From an optimization exercise on the open Yosys and OpenROAD flow, aimed at small area; shortcuts taken in it are not production practice. Function was checked by simulation only, so behaviour that the tests miss may differ from the original. The flow treats the clock pin as an ideal source, which a real chip does not have. Power is estimated from default activity; no workload was simulated.

## red
Design conv_input_cache, start of the top module:
module conv_input_cache (
	input  logic                           clk,
	input  logic                           rst_n,
	input  logic [1:0]                     cmd,
	input  logic [32-1:0]            pixel_in,
	output logic [1:0]                     ack,
	output logic [6-1:0]             rom_addr,
	output logic [(8 - 3 + 1)*32-1:0]  out_window,
	output logic                           out_valid
);
Size: ~2400 cells after synthesis, roughly 800 flip-flops, ~0.028 mm² of cells after synthesis.
clock: 4.0 ns
lec_check: 0
cap_margin: 20
core_margin: 2
core_utilization: 40
gpl_timing_driven: 0
slew_margin: 20
standard.sh (not shown) runs the stock make flow with config.mk's settings and CLKGATE_MAP_FILE= SYNTH_SCRIPT=/design/flow/synth_recipe.tcl, a recipe that flattens the netlist after the stock synthesis.
==> flow/flow/run.sh <==
#!/bin/bash
# Standard ORFS layout, with the port buffers made as buf_1 cells and a
# clock tree of clkbuf_16 cells, each driving up to 30 registers, without
# dummy loads.
cd "$(dirname "$0")/.."
export BUFFER_PORTS_ARGS="-buffer_cell sky130_fd_sc_hd__buf_1"
export CTS_ARGS="-sink_clustering_enable -repair_clock_nets -dont_use_dummy_load -buf_list {sky130_fd_sc_hd__clkbuf_16} -sink_clustering_size 30 -sink_clustering_max_diameter 80"
bash standard.sh > standard.log 2>&1
red: all stages complete, timing, DRC and antenna checks passed
For blue, these inputs were changed with respect to red:
# red
export LEC_CHECK = 0
export CAP_MARGIN = 20
export CORE_MARGIN = 2
export CORE_UTILIZATION = 40
export GPL_TIMING_DRIVEN = 0
export SLEW_MARGIN = 20
create_clock -name core_clock -period 4.0 [get_ports {clk}]
# blue
export LEC_CHECK = 0
export CAP_MARGIN = 20
export CORE_MARGIN = 2
export CORE_UTILIZATION = 40
export SLEW_MARGIN = 20
create_clock -name core_clock -period 4.0 [get_ports {clk}]
==> flow/flow/run.sh <==
#!/bin/bash
# Standard ORFS layout with three changes: the port buffers are buf_1 cells;
# the clock tree's leaf buffers are clkbuf_8 cells, each driving up to 20
# registers, without dummy loads; and after CTS the clock buffers that drive
# other clock buffers are upsized to clkbuf_16, so the leaves see sharp edges.
set -e
cd "$(dirname "$0")/.."
export BUFFER_PORTS_ARGS="-buffer_cell sky130_fd_sc_hd__buf_1"
export CTS_ARGS="-sink_clustering_enable -repair_clock_nets -dont_use_dummy_load -buf_list {sky130_fd_sc_hd__clkbuf_8} -sink_clustering_size 20 -sink_clustering_max_diameter 45"
bash standard.sh cts > standard_cts.log 2>&1
openroad -no_init -exit flow/upsize_tree.tcl > upsize_tree.log 2>&1
bash standard.sh > standard.log 2>&1
==> flow/flow/upsize_tree.tcl (new file) <==
# Upsize the clock buffers that drive other clock buffers to clkbuf_16,
# then legalise the placement again.
set odb orfs/results/sky130hd/conv_input_cache/base/4_cts.odb
read_db $odb
read_liberty $::env(FLOW_HOME)/platforms/sky130hd/lib/sky130_fd_sc_hd__tt_025C_1v80.lib
set n 0
foreach inst [[ord::get_db_block] getInsts] {
  set m [[$inst getMaster] getName]
  if {![string match "sky130_fd_sc_hd__clkbuf_*" $m]} continue
  set onet [[$inst findITerm X] getNet]
  if {$onet == "NULL"} continue
  set drives_buf 0
  foreach it [$onet getITerms] {
    set mm [[[$it getInst] getMaster] getName]
    if {[string match "sky130_fd_sc_hd__clkbuf_*" $mm] && [$it isInputSignal]} { set drives_buf 1 }
  }
  if {$drives_buf && $m ne "sky130_fd_sc_hd__clkbuf_16"} {
    replace_cell [$inst getName] sky130_fd_sc_hd__clkbuf_16
    incr n
  }
}
puts "upsized $n clock buffers"
detailed_placement
check_placement -verbose
write_db $odb
### Flow results
Final HPWL from detailed placement, blue and red, lower one = blue. Between red and blue, the cell count went down. More vias were needed by red than by blue. Compared with red, in blue count of clock-buffer cells in the layout higher, fraction of layout cells with a size suffix above 1 higher, initial antenna violation count now sits higher. blue vs. red: total wire length after detailed routing went down; first-pass GRT wire length went down; power density over the cells went up; minimum period implied by the final worst setup slack went down.
For green, these inputs were changed with respect to blue:
diff --git a/flow/flow/run.sh b/flow/flow/run.sh
--- a/flow/flow/run.sh
+++ b/flow/flow/run.sh
@@ -3 +3 @@
-# the clock tree's leaf buffers are clkbuf_8 cells, each driving up to 20
+# the clock tree's leaf buffers are clkbuf_8 cells, each driving up to 18
@@ -5,0 +6 @@
+# Power recovery after global routing downsizes cells off the critical paths.
@@ -9 +10,2 @@
-export CTS_ARGS="-sink_clustering_enable -repair_clock_nets -dont_use_dummy_load -buf_list {sky130_fd_sc_hd__clkbuf_8} -sink_clustering_size 20 -sink_clustering_max_diameter 45"
+export RECOVER_POWER=100
+export CTS_ARGS="-sink_clustering_enable -repair_clock_nets -dont_use_dummy_load -buf_list {sky130_fd_sc_hd__clkbuf_8} -sink_clustering_size 18 -sink_clustering_max_diameter 60"
Notes after the runs:
[flow] green | stages: complete | final checks: fail | reason: capacitance limit, slew limit
Looking at type of the worst min-delay path, the input pin to asynchronous set/reset pin result is from blue; the flop to flop one comes from green.
As far as cell area after technology mapping goes, blue and green are indistinguishable; the numbers are identical.
Looking only at time the worst path needs with I/O delays and setup, and setting everything else aside, the higher value of green and blue goes to green.
Wire length on green is ahead of blue.
Changes in orange relative to green:
==> flow/flow/run.sh <==
#!/bin/bash
# Standard ORFS layout, with the port buffers made as buf_1 cells and a
# clock tree of clkbuf_16 cells, each driving up to 30 registers, without
# dummy loads.
cd "$(dirname "$0")/.."
export BUFFER_PORTS_ARGS="-buffer_cell sky130_fd_sc_hd__buf_1"
export CTS_ARGS="-sink_clustering_enable -repair_clock_nets -dont_use_dummy_load -buf_list {sky130_fd_sc_hd__clkbuf_16} -sink_clustering_size 30 -sink_clustering_max_diameter 80"
bash standard.sh > standard.log 2>&1
removed: flow/flow/upsize_tree.tcl
## What came out
- orange: all stages complete, timing, DRC and antenna checks passed
- green -> orange: number of multi-input combinational cells in the layout delta 0, exact match
- Delta (orange minus green): design area now larger, sequential cell fraction of total power decreased 1.5 points, number of inserted filler cells in the final layout lost 0.42%, first-pass GRT wire length fell by 0.33%, aggregate global-route resource usage saw little to no change.
- orange: sequential share of layout area 0.33 points below green
- Going from green to orange, routed wire length shrinks by about 0.36%.
- In the metrics for orange and green, the one carrying the lower worst hold slack is orange.
- In the flow results for orange and green, the minimum clock period after layout is larger on green.
- | storage element area | orange vs green | ≈ equal |
The following lists how purple was set up differently from orange:
==> flow/flow/run.sh <==
#!/bin/bash
# Standard ORFS layout with three changes: the port buffers are buf_1 cells;
# the clock tree's leaf buffers are clkbuf_8 cells, each driving up to 20
# registers, without dummy loads; and after CTS the clock buffers that drive
# other clock buffers are upsized to clkbuf_16, so the leaves see sharp edges.
set -e
cd "$(dirname "$0")/.."
export BUFFER_PORTS_ARGS="-buffer_cell sky130_fd_sc_hd__buf_1"
export CTS_ARGS="-sink_clustering_enable -repair_clock_nets -dont_use_dummy_load -buf_list {sky130_fd_sc_hd__clkbuf_8} -sink_clustering_size 20 -sink_clustering_max_diameter 60"
bash standard.sh cts > standard_cts.log 2>&1
openroad -no_init -exit flow/upsize_tree.tcl > upsize_tree.log 2>&1
bash standard.sh > standard.log 2>&1
==> flow/flow/upsize_tree.tcl (new file) <==
# Upsize the clock buffers that drive other clock buffers to clkbuf_16,
# then legalise the placement again.
set odb orfs/results/sky130hd/conv_input_cache/base/4_cts.odb
read_db $odb
read_liberty $::env(FLOW_HOME)/platforms/sky130hd/lib/sky130_fd_sc_hd__tt_025C_1v80.lib
set n 0
foreach inst [[ord::get_db_block] getInsts] {
  set m [[$inst getMaster] getName]
  if {![string match "sky130_fd_sc_hd__clkbuf_*" $m]} continue
  set onet [[$inst findITerm X] getNet]
  if {$onet == "NULL"} continue
  set drives_buf 0
  foreach it [$onet getITerms] {
    set mm [[[$it getInst] getMaster] getName]
    if {[string match "sky130_fd_sc_hd__clkbuf_*" $mm] && [$it isInputSignal]} { set drives_buf 1 }
  }
  if {$drives_buf && $m ne "sky130_fd_sc_hd__clkbuf_16"} {
    replace_cell [$inst getName] sky130_fd_sc_hd__clkbuf_16
    incr n
  }
}
puts "upsized $n clock buffers"
detailed_placement
check_placement -verbose
write_db $odb
Notes after the runs:
Side by side, global-route met3 utilization turned out higher in purple than in orange. purple against orange: clock skew comparable, power now smaller, final standard cell area without fillers now smaller. Setup slack down 0.017 ns in purple wrt orange.

[port drivers added, routing unchanged]
Ports are ideal in the flow. The routed layouts listed here were re-timed in OpenROAD. Step 1 assumes that a clkbuf_16 drives the clock port and a buf_2 every other input. Step 2 moves the port delays by t, midway between the first and last clock arrival at a register: inputs arrive t later, outputs are due t later. That takes back most of the time a late clock gives input paths. a / b / c = ideal ports / drivers / drivers and shift; a / b = the first two.
| run | shift t [ns] | setup WS [ns] | worst setup path after step 2 | slew at the worst register clock pin (ns) | worst data-port slew with drivers (ns) |
|---|---|---|---|---|---|
| red | 0.644 | 0.031 / -0.033 / 0.611 | register to output | 0.12 / 0.12 | 0.10 |
| blue | 0.637 | 0.472 / 0.408 / 1.046 | register to output | 0.10 / 0.10 | 0.11 |
| green | 0.639 | 0.426 / 0.382 / 0.426 | register to register | 0.12 / 0.12 | 0.11 |
| orange | 0.629 | 0.480 / 0.417 / 1.047 | register to output | 0.12 / 0.12 | 0.12 |
| purple | 0.631 | 0.464 / 0.400 / 1.032 | register to output | 0.12 / 0.12 | 0.11 |
